Context: an optimization exercise on an open-source flow, tuned for small area, a short achievable clock period and few clock cycles per item. The choices shown serve that exercise and are no tape-out recipe. In this exercise RTL edits were held to simulation tests only and were not proved equivalent to the original.

### flow/design.v
package taylor_pkg;
   localparam int unsigned W      = 24;         
   localparam int unsigned FRAC   = 23;         
   localparam int unsigned NTERMS = 7;          
   localparam int unsigned AW     = W + 2;      
   localparam int unsigned KW     = 3;          
   typedef logic signed [AW-1:0] acc_t;
   localparam acc_t ONE = 1 << FRAC;
   localparam logic [NTERMS*AW-1:0] COEF_FLAT = {
      AW'(0),          
      AW'(-2),         
      AW'(208),        
      AW'(-11651),     
      AW'(349525),     
      AW'(-4194304),   
      AW'(8388608)     
   };
   typedef enum logic [1:0] {
      ST_IDLE   = 2'd0,
      ST_SQUARE = 2'd1,
      ST_HORNER = 2'd2,
      ST_DONE   = 2'd3
   } state_t;
endpackage
import taylor_pkg::*;
module fxp_mul
(
   input  logic signed [AW-1:0] a_in,
   input  logic signed [AW-1:0] b_in,
   output logic signed [AW-1:0] p_c
);
   localparam int unsigned PW = 2 * AW;
   logic signed [PW-1:0] prod;
   logic signed [PW-1:0] prod_rnd;
   assign prod = PW'(a_in) * PW'(b_in);
   always_comb begin
      prod_rnd = prod;
   end
   assign p_c = AW'(prod_rnd >>> FRAC);
endmodule
import taylor_pkg::*;
module taylor_cos
(
   input  logic         clock,
   input  logic         reset,
   input  logic         start,
   input  logic [W-1:0] angle_in,
   output logic         ready_out,
   output logic [W-1:0] cos_out
);
   taylor_pkg::state_t   state_q;
   taylor_pkg::state_t   state_d;
   logic [W-1:0]         x_q, x_d;
   logic signed [AW-1:0] x2_q, x2_d;
   logic signed [AW-1:0] acc_q, acc_d;
   logic [KW-1:0]        k_q, k_d;
   logic                 ready_q, ready_d;
   logic [W-1:0]         cos_q, cos_d;
   logic signed [AW-1:0] mul_a, mul_b, mul_p;
   fxp_mul u_mul (
      .a_in (mul_a),
      .b_in (mul_b),
      .p_c  (mul_p)
   );
   always_ff @(posedge clock or posedge reset) begin
      if (reset) begin
         state_q <= ST_IDLE;
      end else begin
         state_q <= state_d;
      end
   end
   always_comb begin
      state_d = state_q;
      unique case (state_q)
         ST_IDLE:   if (start) state_d = ST_SQUARE;
         ST_SQUARE: state_d = ST_HORNER;
         ST_HORNER: if (k_q == '0) state_d = ST_DONE;
         ST_DONE:   state_d = ST_IDLE;
         default:   state_d = ST_IDLE;
      endcase
   end
   always_comb begin
      x_d     = x_q;
      x2_d    = x2_q;
      acc_d   = acc_q;
      k_d     = k_q;
      ready_d = ready_q;
      cos_d   = cos_q;
      mul_a   = AW'(x_q);
      mul_b   = AW'(x_q);
      unique case (state_q)
         ST_IDLE: begin
            if (start) begin
               x_d     = angle_in;
               ready_d = 1'b0;
            end
         end
         ST_SQUARE: begin
            x2_d  = mul_p;
            acc_d = $signed(taylor_pkg::COEF_FLAT[(NTERMS-1)*AW +: AW]);
            k_d   = KW'(NTERMS - 2);
         end
         ST_HORNER: begin
            mul_a = acc_q;
            mul_b = x2_q;
            acc_d = $signed(taylor_pkg::COEF_FLAT[k_q*AW +: AW]) + mul_p;
            if (k_q != '0) k_d = k_q - KW'(1);
         end
         ST_DONE: begin
            if (acc_q < 0)        cos_d = '0;
            else if (acc_q > ONE) cos_d = W'(ONE);
            else                  cos_d = W'(acc_q);
            ready_d = 1'b1;
         end
         default: begin
            ready_d = ready_q;
         end
      endcase
   end
   always_ff @(posedge clock or posedge reset) begin
      if (reset) begin
         x_q     <= '0;
         x2_q    <= '0;
         acc_q   <= '0;
         k_q     <= '0;
         ready_q <= 1'b0;
         cos_q   <= '0;
      end else begin
         x_q     <= x_d;
         x2_q    <= x2_d;
         acc_q   <= acc_d;
         k_q     <= k_d;
         ready_q <= ready_d;
         cos_q   <= cos_d;
      end
   end
   assign ready_out = ready_q;
   assign cos_out   = cos_q;
endmodule
### flow/run.sh
#!/bin/bash
# synth_recipe.tcl (not shown) runs the flow's synth.tcl, then flattens the netlist and writes it again
# the make line also repeats each setting of config.mk as NAME=value (left out here)
make -C /OpenROAD-flow-scripts/flow DESIGN_CONFIG=/design/flow/config.mk WORK_HOME=/design/flow/orfs CLKGATE_MAP_FILE= SYNTH_SCRIPT=/design/flow/synth_recipe.tcl finish
### flow/config.mk
export PLATFORM = sky130hd
export DESIGN_NAME = taylor_cos
export DESIGN_NICKNAME = taylor_cos
export VERILOG_FILES = /design/flow/design.v
export SDC_FILE = /design/flow/constraint.sdc
export NUM_CORES = 4
export LEC_CHECK = 0
export CAP_MARGIN = 20
export CORE_MARGIN = 2
export CORE_UTILIZATION = 40
export SLEW_MARGIN = 20
### flow/constraint.sdc
create_clock -name core_clock -period 12.0 [get_ports {clock}]
set_input_delay 2.4000 -clock core_clock [delete_from_list [all_inputs] [get_ports {clock}]]
set_output_delay 2.4000 -clock core_clock [all_outputs]
set_load 0.01 [all_outputs]
==> run notes, run 1 <==
In this run the tool buffered the top-level ports with 51 buffer cells. The number of endpoints failing setup at the final stage came out at 0. The fraction of the cycle the final worst path needs is 94.1%.

Clock tree synthesis selected as its root buffer the cell sky130_fd_sc_hd__clkbuf_16. The top-area cell type share of the netlist area is 47.4%. The detail-routed via count per cell is 5.30. The first-pass GRT wire length is 142000 um. The path class of the tightest hold or removal check is reg2reg. The worst setup path is of the reg2reg kind. The post-CTS clock slew at the launch and capture registers of the worst setup and hold paths came out at 0.08 ns. The number of search-and-repair iterations in the first detailed-routing pass came out at 5. In the final layout, the share of cells above drive strength 1 is 6.90%. The dominant register cell in the synthesized netlist is sky130_fd_sc_hd__dfrtp_1. In this run the critical register-to-register path is launched from state_q[0].

The post-synthesis cell type count is 60. The number of hold violations in the final report came out at 0. The number of setup buffers added after CTS came out at 0. After detailed routing, the average wire length per cell comes to 22.7 um.

Measured against its own limit, the worst slew margin works out to 35.6%. The net count after synthesis came out at 3973. The die width is 272 um. For this run, design rule violations remaining after detail routing come to 0. The maximum buffer depth of the clock tree is 2. The iteration-0 DRC count of the detailed router came out at 1852. Buffers inserted to repair hold after CTS numbered 0. The worst path required time is 12.26 ns.

The Yosys warning count came out at 2. The setup slack of the critical path after layout is 0.704 ns. The post-CTS resize count is 0. In this design, the stage delay of the slowest critical-path cell is 0.70 ns.

The layout overhead on the synthesized area came out at 7.52%. The post-route antenna net violation count came out at 0. After the last flow step, the layout net total stands at 3995. The initialized floorplan defines 98 standard-cell rows. The final setup skew is 0.0101 ns.

By area the synthesized netlist is led by sky130_fd_sc_hd__fa_1 (47%), sky130_fd_sc_hd__inv_1 (9.6%), sky130_fd_sc_hd__dfrtp_1 (9.2%). The transition at the pin with the smallest max-transition slack is 0.966 ns. sky130_fd_sc_hd__fa_1 takes more of the synthesized area than any other cell. The final weighted congestion of routability-driven global placement is 0.999.

The floorplan step set the die height to 272 um. A synthesized cell averages 9.32 um2. The largest net degree at the start of global routing is 74. The share of synthesized flip-flops with an asynchronous set or reset is 100%. The initial standard-cell utilization of the core is 40.3%. Adding up every negative setup slack in the final design gives 0 ns. The standard cell core area came out at 71400 um2.

The total global routing overflow is 0. The number of global-route vias before repair is 23200. The run finished with no timing, DRC or antenna violations. The number of sinks driven by the clock tree came out at 106. The area of the mapped netlist came out at 28800 um2.

The share of synthesized area occupied by flip-flops and latches is 9.22%. The arrival time reported for the critical path endpoint is 11.56 ns. The register bit total from synthesis is 106. By instance count, the cell type seen most on the critical path is sky130_fd_sc_hd__fa_1. The number of antenna violations at the first check in global routing is 1. Static timing analysis puts the maximum clock frequency at 88.5 MHz. The category of the worst setup path launch point is a register. The clock latency reported for the late side of the worst-skew pair came out at 0.36 ns. The clock tree from TritonCTS is done. In this run the most critical hold path is launched from cos_q[23]. The number of maximum-capacitance violations came out at 0.

The number of pins with negative max-slew slack in the final report came out at 0. Counting every instance in the synthesized netlist gives 3087. Of all nets on the critical path, the largest fanout is 38. The shortest period the worst path allows came out at 11.30 ns. Among all stages on the critical path, the largest delay is contributed by sky130_fd_sc_hd__a2111oi_0.

52 I/O pins were placed. The library cells used most frequently in the layout, excluding fill and tap cells, are sky130_fd_sc_hd__inv_1 (736), sky130_fd_sc_hd__fa_1 (681), sky130_fd_sc_hd__nand2_1 (426), sky130_fd_sc_hd__nor2_1 (284), sky130_fd_sc_hd__ha_1 (176). For this block, the routed nets add up to 92200 um of wire. OpenSTA, run right after detailed placement, puts the worst setup slack at 0.926 ns. The die covers 74100 um2. Setup repair after global routing left no endpoint under its margin.

The number of buffers created by CTS came out at 9. The number of levels in the clock H-tree came out at 3. The number of flops mapped to enable cells by yosys is 0. The global-route usage over all layers is 25.7%. In this run the worst setup path begins at state_q[0]. The leading cell type in the layout, fill and taps excluded is sky130_fd_sc_hd__inv_1. The wire-length estimate of the detail-placed layout is 75700 um.

The kind of end point of the critical path is a register. The via count is 21600. The final hold slack is 0.520 ns.
[critical path: cells and delay by family, from the launching register on]
kind | cells | cell delay (ns)
mux | 1 | 0.60
fa+ha+maj | 10 | 4.85
compound gates | 13 | 3.45
xor+xnor | 2 | 0.36
buf+inv | 7 | 1.11
flops | 1 | 0.44
simple gates | 2 | 0.35
[cell usage after synthesis, types with 5 or more instances]
| cell | number |
|---|---|
| sky130_fd_sc_hd__dfrtp_1 | 106 |
| sky130_fd_sc_hd__mux2i_1 | 43 |
| sky130_fd_sc_hd__nand4_1 | 10 |
| sky130_fd_sc_hd__nor4_1 | 6 |
| sky130_fd_sc_hd__o21bai_1 | 11 |
| sky130_fd_sc_hd__clkbuf_1 | 104 |
| sky130_fd_sc_hd__xor2_1 | 12 |
| sky130_fd_sc_hd__nand2b_1 | 5 |
| sky130_fd_sc_hd__o211ai_1 | 6 |
| sky130_fd_sc_hd__nor2_1 | 284 |
| sky130_fd_sc_hd__buf_1 | 6 |
| sky130_fd_sc_hd__and2_1 | 19 |
| sky130_fd_sc_hd__a21oi_1 | 51 |
| sky130_fd_sc_hd__and3_1 | 35 |
| sky130_fd_sc_hd__nor2b_1 | 5 |
| sky130_fd_sc_hd__or2_2 | 12 |
| sky130_fd_sc_hd__fa_1 | 681 |
| sky130_fd_sc_hd__nand3_1 | 23 |
| sky130_fd_sc_hd__a22o_1 | 17 |
| sky130_fd_sc_hd__a31oi_1 | 5 |
| sky130_fd_sc_hd__inv_1 | 737 |
| sky130_fd_sc_hd__o21ai_0 | 55 |
| sky130_fd_sc_hd__ha_1 | 178 |
| sky130_fd_sc_hd__o21a_1 | 9 |
| sky130_fd_sc_hd__a211oi_1 | 10 |
| sky130_fd_sc_hd__nand2_1 | 426 |
| sky130_fd_sc_hd__nor3_1 | 11 |
| sky130_fd_sc_hd__mux2_2 | 98 |
| sky130_fd_sc_hd__xnor2_1 | 53 |
| sky130_fd_sc_hd__a21o_1 | 24 |
[kinds of logic (layout without fill, tap and decap cells)]
kind of cell	count (synthesis)	after routing	share of synthesized area, %
fa+ha+maj	859	859	55.1
buf+inv	850	877	11.1
simple gates	845	845	12.1
compound gates	221	221	5.12
mux	141	141	5.33
flops	106	106	9.22
xor+xnor	65	65	1.98
other cells	0	1	0
[stage by stage]
step,utilization (%),area (um2),instances
4_1_cts,43.4,30900,4064
3_3_place_gp,42.9,30600,4048
2_1_floorplan,-,28800,3087
5_1_grt,43.4,30900,4064
3_5_place_dp,43.0,30700,4048
6_report,43.4,30900,4065
[worst paths after layout]
check / slack, ns / cells past startpoint / to
max in group asynchronous: 8.26 / 3 / x_q[1]
worst max register to register: 0.70 / 35 / acc_q[23]
worst min-delay path: 0.52 / 1 / cos_q[23]
worst max-delay path: 0.70 / 35 / acc_q[23]
worst min register to register: 0.52 / 1 / cos_q[23]
min in group asynchronous: 2.40 / 2 / k_q[0]
[area by class of cell]
cell class | count | area, um2
Tap cell | 950 | 1190
Timing Repair Buffer | 122 | 1060
Clock inverter | 7 | 60.1
Sequential cell | 106 | 2650
Multi-Input combinational cell | 2131 | 23000
Inverter | 739 | 2780
Antenna cell | 1 | 2.50
Fill cell | 7040 | 40400
Clock buffer | 9 | 225
[flip-flops by register name, indices dropped and copies added (netlist names)]
| register | flops |
|---|---|
| k_q | 3 |
| cos_q | 24 |
| acc_q | 26 |
| x_q | 24 |
| state_q | 2 |
| ready_q | 1 |
| x2_q | 26 |
[per-layer routing]
layer | wire, um | part of all wire, % | GRT usage, % | up-vias
met1 | 36400 | 39 | 33.3 | 11200
met4 | 4800 | 5.2 | 11.2 | 0
met2 | 43100 | 47 | 41.8 | 931
met3 | 7880 | 8.5 | 5.27 | 216
met5 | 0 | 0 | 0 | -
li1 | - | - | - | 9252
Testbench counts, summed over its fixed seeds: cycles 4,608, items 512.
==> inputs of run 2 (changes only) <==
==> flow/design.v (replaced) <==
package taylor_pkg;
   localparam int unsigned W    = 24;    
   localparam int unsigned FRAC = 23;    
endpackage
module fxp_mul
(
   input  logic signed [24:0] a_in,
   input  logic        [24:0] b_in,
   input  logic signed [25:0] c_in,
   output logic        [24:0] p_c
);
   logic signed [50:0] prod;
   assign prod = $signed(a_in) * $signed({1'b0, b_in}) + $signed({c_in, 23'd0});
   assign p_c  = prod[47:23];
endmodule
import taylor_pkg::*;
module taylor_cos
(
   input  logic         clock,
   input  logic         reset,
   input  logic         start,
   input  logic [W-1:0] angle_in,
   output logic         ready_out,
   output logic [W-1:0] cos_out
);
   logic [4:0]         step_q;     
   logic               ready_q;
   logic signed [24:0] a_q;
   logic [24:0]        b_q;
   logic               idle;
   logic               accept;
   logic signed [25:0] coef;
   logic [24:0]        mul_p;
   logic [3:0]         t;
   logic [24:0]        acc4;
   assign idle   = ~|step_q;
   assign accept = idle & start;
   fxp_mul u_mul (
      .a_in (a_q),
      .b_in (b_q),
      .c_in (coef),
      .p_c  (mul_p)
   );
   always_comb begin
      coef = 26'sd0;
      if (step_q[1]) coef = -26'sd11651;
      if (step_q[2]) coef = 26'sd349525;
      if (step_q[3]) coef = -26'sd4194304;
      if (step_q[4]) coef = 26'sd8388608;
   end
   always_comb begin
      t = 4'd0;
      if (a_q >= 25'sd2897)     t = t + 4'd1;
      if (a_q >= 25'sd5931643)  t = t + 4'd1;
      if (a_q >= 25'sd8388609)  t = t + 4'd1;
      if (a_q >= 25'sd10273906) t = t + 4'd1;
      if (a_q >= 25'sd11863284) t = t + 4'd1;
      if (a_q >= 25'sd13263555) t = t + 4'd1;
      if (a_q >= 25'sd14529496) t = t + 4'd1;
      if (a_q >= 25'sd15693649) t = t + 4'd1;
      acc4 = 25'd208 - {21'd0, t};
   end
   always_ff @(posedge clock or posedge reset) begin
      if (reset) begin
         step_q  <= 5'd0;
         ready_q <= 1'b0;
      end else begin
         step_q <= {step_q[3:0], accept};
         if (accept)         ready_q <= 1'b0;
         else if (step_q[4]) ready_q <= 1'b1;
      end
   end
   always_ff @(posedge clock) begin
      if (accept) begin
         a_q <= {1'b0, angle_in};
         b_q <= {1'b0, angle_in};
      end else if (step_q[0]) begin
         a_q <= acc4;
         b_q <= mul_p;
      end else if (!idle) begin
         a_q <= mul_p;
      end
   end
   assign ready_out = ready_q;
   assign cos_out   = a_q[24] ? {W{1'b0}} : a_q[W-1:0];
endmodule
==> run notes, run 2 <==
The flow ran to the end and the layout has no timing, DRC or antenna violations. In the final layout, the registers with the most flip-flops are a_q x25, b_q x25, step_q x5. Yosys attributes the largest share of cell area to sky130_fd_sc_hd__fa_1 (46%), sky130_fd_sc_hd__inv_1 (10%), sky130_fd_sc_hd__ha_1 (9.8%). After detailed routing, the total wire length is 67700 um. The final hold slack is 0.415 ns. The worst setup timing slack at the placement stage is 3.54 ns. The setup path with the least slack is of type reg2reg. The clock arrives with 0.00936 ns of skew. Setup repair after global routing left no endpoint under its margin. The average detailed-routed wire length per instance is 20.0 um.

The cell area after layout came out at 25300 um2. STA puts the critical path data required time at 12.07 ns. In this run the post-CTS setup repair buffer count came out at 0. Sorting the synthesized cells by how often they occur yields sky130_fd_sc_hd__inv_1 (651), sky130_fd_sc_hd__fa_1 (545), sky130_fd_sc_hd__nand2_1 (384).

The synthesized instance count came out at 2633.

The number of pins with negative max-slew slack in the final report came to 0. The top-area cell type share of the netlist area came out at 46.0%. The number of hold violations in the final report is 0. The total I/O pin count came out at 52. At the end of routability-driven placement, the weighted congestion stood at 0.913. The area of the mapped netlist came out at 23700 um2. The post-CTS clock slew at the launch and capture registers of the worst setup and hold paths came out at 0.08 ns. The net count after synthesis is 3391. The library cell used most frequently in the layout, excluding fill and tap cells, is sky130_fd_sc_hd__inv_1. The global-route usage over all layers is 23.3%. The cell with the most instances after synthesis is sky130_fd_sc_hd__inv_1. Including well taps, the total number of placed cells is 3371. The area used by sequential logic in the layout is 1630 um2. The die covers 61200 um2. Setup violations remaining at the end of the flow were counted as 0.

The number of maximum-capacitance violations came out at 0. The library cells used most frequently in the layout, excluding fill and tap cells, are sky130_fd_sc_hd__inv_1 (651), sky130_fd_sc_hd__fa_1 (545), sky130_fd_sc_hd__nand2_1 (383), sky130_fd_sc_hd__and2_1 (282), sky130_fd_sc_hd__ha_1 (186). The first detailed-routing pass ran for 5 iterations. The die width is 247 um.

The post-route netlist has 3.45% of its cells at a drive strength greater than 1. The number of levels in the clock H-tree is 2. The number of buffers created by CTS is 5.

The number of flops mapped to enable cells by yosys came out at 48. The initial standard-cell utilization of the core is 40.3%. The fraction of the cycle the final worst path needs is 71.7%. The utilization after layout is 42.9%. Among all flip-flop cells after synthesis, the most frequent one is sky130_fd_sc_hd__edfxtp_1.

Along the worst path, the maximum fanout reaches 20. The largest stage delay on the critical path came out at 0.96 ns. Entering global routing, the biggest net connects 42 pins. The share of synthesized area occupied by flip-flops and latches came out at 6.88%.

The worst hold path belongs to the class reg2reg. The first global-routing pass estimated 109000 um of wire. The filler cell count in the final layout is 5812. The maximum buffer depth of the clock tree came out at 2. The number of nets in the finished design is 3363.

For the worst setup path, the data arrival time is 8.67 ns. After synthesis the netlist holds a flip-flop and latch count of 56.

The number of sinks driven by the clock tree came out at 56. Relative to the synthesized area, the layout overhead comes to 6.52%. The floorplan has 89 rows. The iteration-0 DRC count of the detailed router came out at 1240.

Measured against its own limit, the worst slew margin works out to 31.8%. The floorplan die height came out at 247 um. The routed layout has 17600 vias.

The transition at the pin with the smallest max-transition slack came out at 1.02 ns. The post-CTS resize count is 0. After synthesis, the netlist uses 72 different library cells. The clock root buffer is sky130_fd_sc_hd__clkbuf_16. The placed instance area is 25100 um2.

The antenna diode instance count is 0. In this run, post-CTS hold repair placed 0 buffers. For this run, design rule violations remaining after detail routing come to 0.

The number of global-route vias before repair is 19600. The standard cell core area is 58800 um2. The share of synthesized flip-flops with an asynchronous set or reset is 10.7%. The number of antenna violations at the first check in global routing is 2. The cell type with the highest aggregate area in the netlist is sky130_fd_sc_hd__fa_1.

The number of I/O port buffers came out at 51. The achievable frequency came out at 116 MHz. Using the TritonRoute via totals, the vias-per-cell ratio works out to 5.22. The shortest period the worst path allows came out at 8.60 ns. The detailed placement HPWL came out at 51100 um. The post-route antenna net violation count is 0. The cell with the most instances on the worst path is sky130_fd_sc_hd__fa_1. The total global routing overflow came out at 0. TritonCTS built the clock tree. The worst setup path is launched from a register.

In the final layout, the multi-input gates occupy 19100 um2. The setup TNS is 0 ns. Once layout is complete, the cells apart from fillers number 3379.

The slowest cell on the critical path is sky130_fd_sc_hd__edfxtp_1. A synthesized cell averages 9.00 um2. The Yosys warning count is 1.

The clock latency reported for the late side of the worst-skew pair came out at 0.31 ns. The setup slack of the critical path after layout is 3.40 ns. The worst setup path is captured at a register.
## run 2: per-layer routing
metal  wire [um]  track usage (%)  up-vias  share of wire, %
met3        4110             2.31      160               6.1
met4        2590             8.33        2               3.8
li1            -                -     7662                 -
met2       33600             40.7      671                50
met1       27400             30.1     9142                40
met5          11                0        -             0.016
## run 2: layout make-up
type	count	area share, %
sequential	56	6.47
multi-input combinational	1784	75.6
clock inverter	2	0.154
clock buffer	6	0.510
timing repair buffer	105	3.71
inverter	653	9.71
tap	773	3.83
## run 2: final timing paths
check	startpoint	end	slack (ns)	depth (start not counted)
min in group asynchronous	reset	step_q[3]	2.37	2
max in group asynchronous	reset	step_q[0]	9.45	2
worst max-delay path	a_q[18]	b_q[20]	3.40	26
worst min-delay path	step_q[3]	step_q[4]	0.42	0
worst max register to register	a_q[18]	b_q[20]	3.40	26
worst min register to register	step_q[3]	step_q[4]	0.42	0
## run 2: cells by family (layout without fill, tap and decap cells)
family / after synthesis / count (layout) / synth area share [%]
multiplexers: 13 / 13 / 0.649
AO/OA/AOI/OAI: 152 / 152 / 4.48
buffers and inverters: 793 / 766 / 12.6
AND/OR/NAND/NOR: 845 / 845 / 17.9
flip-flops: 56 / 56 / 6.88
adder cells (fa/ha/maj): 731 / 731 / 55.8
XOR/XNOR: 43 / 43 / 1.71
## run 2: worst max-delay path, delay by kind of cell, from the launching register on
kind                       cells  cell delay, ns
AOI/OAI and AO/OA              8            2.24
xor gates and xnor gates       1            0.16
adders and majority gates      8            3.93
buffers and inverters          6            0.61
DFF                            1            0.96
muxes                          1            0.27
and+or+nand+nor                2            0.19
Testbench counts of run 2, summed over its fixed seeds: cycles 3,072, items 512.

-- separate check: timing with driven ports --
How much do the figures lean on ideal ports? The routed layouts below were timed once more, with nothing changed but the port constraints.
Step 1 (the two cells are an assumption about what drives the block):
set clk [get_ports {clock}]
set_driving_cell -lib_cell sky130_fd_sc_hd__clkbuf_16 $clk
set_driving_cell -lib_cell sky130_fd_sc_hd__buf_2 [delete_from_list [all_inputs] $clk]
Step 2 also shifts input and output timing later by t, the mid clock arrival at the registers, as if the neighbouring blocks saw the same clock.
Three values: ideal ports, drivers, drivers and shift; two values: the first two.
run | shift t [ns] | setup slack, ns | hold slack, ns | worst setup path at the end | worst register clock-pin slew, ns
run 1 | 0.402 | 0.704 / 0.704 / 0.704 | 0.520 / 0.520 / 0.520 | register to register | 0.08 / 0.08
run 2 | 0.344 | 3.401 / 3.401 / 3.401 | 0.415 / 0.415 / 0.415 | register to register | 0.08 / 0.08
After both steps setup and hold are still met in every run listed.
